Context: an optimization exercise on an open-source flow, tuned for a short achievable clock period and few clock cycles. The choices shown serve that exercise and are no tape-out recipe. Function was checked by simulation only, so behaviour that the tests miss may differ from the original.

## run Y
// mc_core
module mc_core #(
    parameter int              XLEN     = 32,
    parameter int              NREG     = 32,
    parameter logic [XLEN-1:0] RESET_PC = '0
) (
    input  logic            clk,
    input  logic            rst,
    output logic            mem_req,
    output logic            mem_we,
    output logic [XLEN-1:0] mem_addr,
    output logic [XLEN-1:0] mem_wdata,
    input  logic [XLEN-1:0] mem_rdata,
    input  logic            mem_ready,
    output logic            halted,
    output logic [XLEN-1:0] pc_out
    ,
    output logic [31:0]     instret
);
For scale: roughly 9200 cells after synthesis, ~1400 flip-flops, about 170 I/O pins, ~82000 um2 of cells after synthesis.
clock: 7.0 ns
lec_check: 0
cap_margin: 30
core_margin: 2
core_utilization: 30
setup_slack_margin: 3.0
slew_margin: 30
synth_hierarchical: 1
synth_minimum_keep_size: 0
standard.sh (not shown) runs the stock make flow with config.mk's settings and CLKGATE_MAP_FILE= SYNTH_SCRIPT=/design/flow/synth_recipe.tcl, a recipe that flattens the netlist after the stock synthesis.
==> flow/flow/run.sh <==
#!/bin/bash
# The standard layout (the standard.sh), with two additions:
# - the port buffers that placement inserts are buf_4 cells (by default the
#   resizer picks its smallest buffer, a slow delay-type cell);
# - after the timing repair at global route, a repair_design pass fixes any
#   max-slew or max-capacitance violation that the timing repair left.
export BUFFER_PORTS_ARGS="-buffer_cell sky130_fd_sc_hd__buf_4"
export POST_GLOBAL_ROUTE_TCL="$PWD/flow/post_grt.tcl"
bash standard.sh > standard.log 2>&1
==> flow/flow/post_grt.tcl <==
# Sourced by ORFS global_route.tcl (POST_GLOBAL_ROUTE_TCL) after its timing
# repair: repair max slew / max capacitance again, legalise, re-route the
# changed nets and rewrite the route guides.
puts "post_grt: repair_design after repair_timing"
report_check_types -max_slew -max_capacitance -violators
global_route -start_incremental
repair_design_helper
detailed_placement
global_route -end_incremental
estimate_parasitics -global_routing
report_check_types -max_slew -max_capacitance -violators
write_guides $::env(RESULTS_DIR)/route.guide
Testbench counts of run Y, summed over its fixed seeds: cycles 69,747.
What run C does differently from run Y at the input level:
-- flow/design.v --
<<< run Y, line 123
        for (int k = 1; k < 32; k++) rfFlat[32*k +: 32] = rf[k];
    end
    mc_core_rd uRdA (.sel(mem_rdata[25:21]), .r(rfFlat), .q(rawA));
    mc_core_rd uRdB (.sel(mem_rdata[20:16]), .r(rfFlat), .q(rawB));
    always_ff @(posedge clk or negedge rst) begin
        if (!rst) begin
>>> run C, line 123
        for (int k = 1; k < 32; k++) rfFlat[32*k +: 32] = rf[k];
    end
    mc_core_rd uRdA (.oh(rsOH), .r(rfFlat), .q(rawA));
    mc_core_rd uRdB (.oh(rtOH), .r(rfFlat), .q(rawB));
    always_ff @(posedge clk or negedge rst) begin
        if (!rst) begin
<<< run Y, line 155
    assign nA     = bypA ? aluRes : rawA;
    assign nB     = bypB ? aluRes : rawB;
    logic zA, zB, nEq, nBrFix, rawEq;
    assign zA     = rsOH[0];
    assign zB     = rtOH[0];
    assign rawEq  = rawA == rawB;
    assign nEq    = ((bypA & zB) | (bypB & zA)) ? aluZero : rawEq;
    assign nBrFix = (bypA & ~zB) | (bypB & ~zA) | ((bypA | bypB) & rSlt);
    assign nTaken = (nBeq & nEq) | (nBne & ~nEq);
    logic zSel, brIfEq, brIfNe, pcIfEq, pcIfNe, nBrNext, nPcNext;
    assign zSel    = (bypA & zB) | (bypB & zA);
    assign brIfEq  = zSel ? ((nBeq & aluZero) | (nBne & ~aluZero)) : nBeq;
    assign brIfNe  = zSel ? ((nBeq & aluZero) | (nBne & ~aluZero)) : nBne;
    assign pcIfEq  = ~(nLw | nSw | nJ | nJr | brIfEq);
    assign pcIfNe  = ~(nLw | nSw | nJ | nJr | brIfNe);
    assign nBrNext = rawEq ? brIfEq : brIfNe;
    assign nPcNext = rawEq ? pcIfEq : pcIfNe;
    function automatic logic [31:0] addBr(input logic [31:0] base, input logic [31:0] imm);
        addBr = addPP({base[31:2], 2'b11}, {imm[29:0], 2'b01}, 1'b0);
>>> run C, line 155
    assign nA     = bypA ? aluRes : rawA;
    assign nB     = bypB ? aluRes : rawB;
    logic zA, zB, nEq, nBrFix;
    assign zA     = rsOH[0];
    assign zB     = rtOH[0];
    assign nEq    = ((bypA & zB) | (bypB & zA)) ? aluZero : (rawA == rawB);
    assign nBrFix = (bypA & ~zB) | (bypB & ~zA) | ((bypA | bypB) & rSlt);
    assign nTaken = (nBeq & nEq) | (nBne & ~nEq);
    function automatic logic [31:0] addBr(input logic [31:0] base, input logic [31:0] imm);
        addBr = addPP({base[31:2], 2'b11}, {imm[29:0], 2'b01}, 1'b0);
<<< run Y, line 286
                aJ     <= nJ;
                aJr    <= nJr;
                aBr    <= nBrNext;
                aPc    <= nPcNext;
            end else if (sFix) begin
                sFix   <= 1'b0;
>>> run C, line 277
                aJ     <= nJ;
                aJr    <= nJr;
                aBr    <= nTaken;
                aPc    <= ~(nLw | nSw | nJ | nJr | nTaken);
            end else if (sFix) begin
                sFix   <= 1'b0;
<<< run Y, line 344
endmodule
module mc_core_rd (
    input  logic [4:0]    sel,
    input  logic [1023:0] r,
    output logic [31:0]   q
);
    logic [31:0] m1 [8];
    logic [31:0] m2 [2];
    always_comb begin
        for (int j = 0; j < 8; j++) m1[j] = r[32*(4*j + sel[1:0]) +: 32];
        for (int i = 0; i < 2; i++) m2[i] = m1[4*i + sel[3:2]];
        q = m2[sel[4]];
    end
endmodule
>>> run C, line 335
endmodule
module mc_core_rd (
    input  logic [31:0] oh,
    input  logic [1023:0] r,
    output logic [31:0] q
);
    always_comb begin
        q = '0;
        for (int k = 1; k < 32; k++) q = q | ({32{oh[k]}} & r[32*k +: 32]);
    end
endmodule
Results
Taking run Y as the reference, in run C arrival time at the worst endpoint went up by 0.40 ns; met2 routing resource usage after global routing higher; routed wire length lower; area growth from synthesis to layout increased 3.2 points; pin count of the biggest net entering global routing fell 1.7%.
Taking run Y as the reference, in run C number of placed instances, taps included moved down; placement-stage worst setup slack decreased by 0.25 ns relative to the old numbers.
When the final numbers for run Y and run C were put side by side, the full die area turned out to be smaller in run C.
Testbench counts of run C, summed over its fixed seeds: cycles 69,747.

## re-timing with driven ports
The flow's constraints put no driver on any port. The routed layouts listed below were extracted and timed again, unchanged, in two steps.
Step 1, drivers: a clkbuf_16 drives clk and a buf_2 each remaining input, both assumed.
Step 2 also shifts input and output timing later by t, the mid clock arrival at the registers, as if the neighbouring blocks saw the same clock.
a / b / c = no drivers / after step 1 / after step 2; a / b = the first two.
run | t (ns) | setup WS [ns] | slew at the worst register clock pin (ns) | worst slew at a driven data input, ns | pins driven straight from the clock port
run Y | 0.931 | 2.906 / 2.706 / 1.775 | 0.07 / 0.07 | 0.34 | 1
run C | 0.919 | 2.530 / 2.378 / 1.459 | 0.07 / 0.07 | 0.27 | 1
After both steps every run listed still meets setup and hold. For run Y, which loses most, drivers alone change the setup slack by -0.200 ns; drivers and shift together by -1.131 ns.
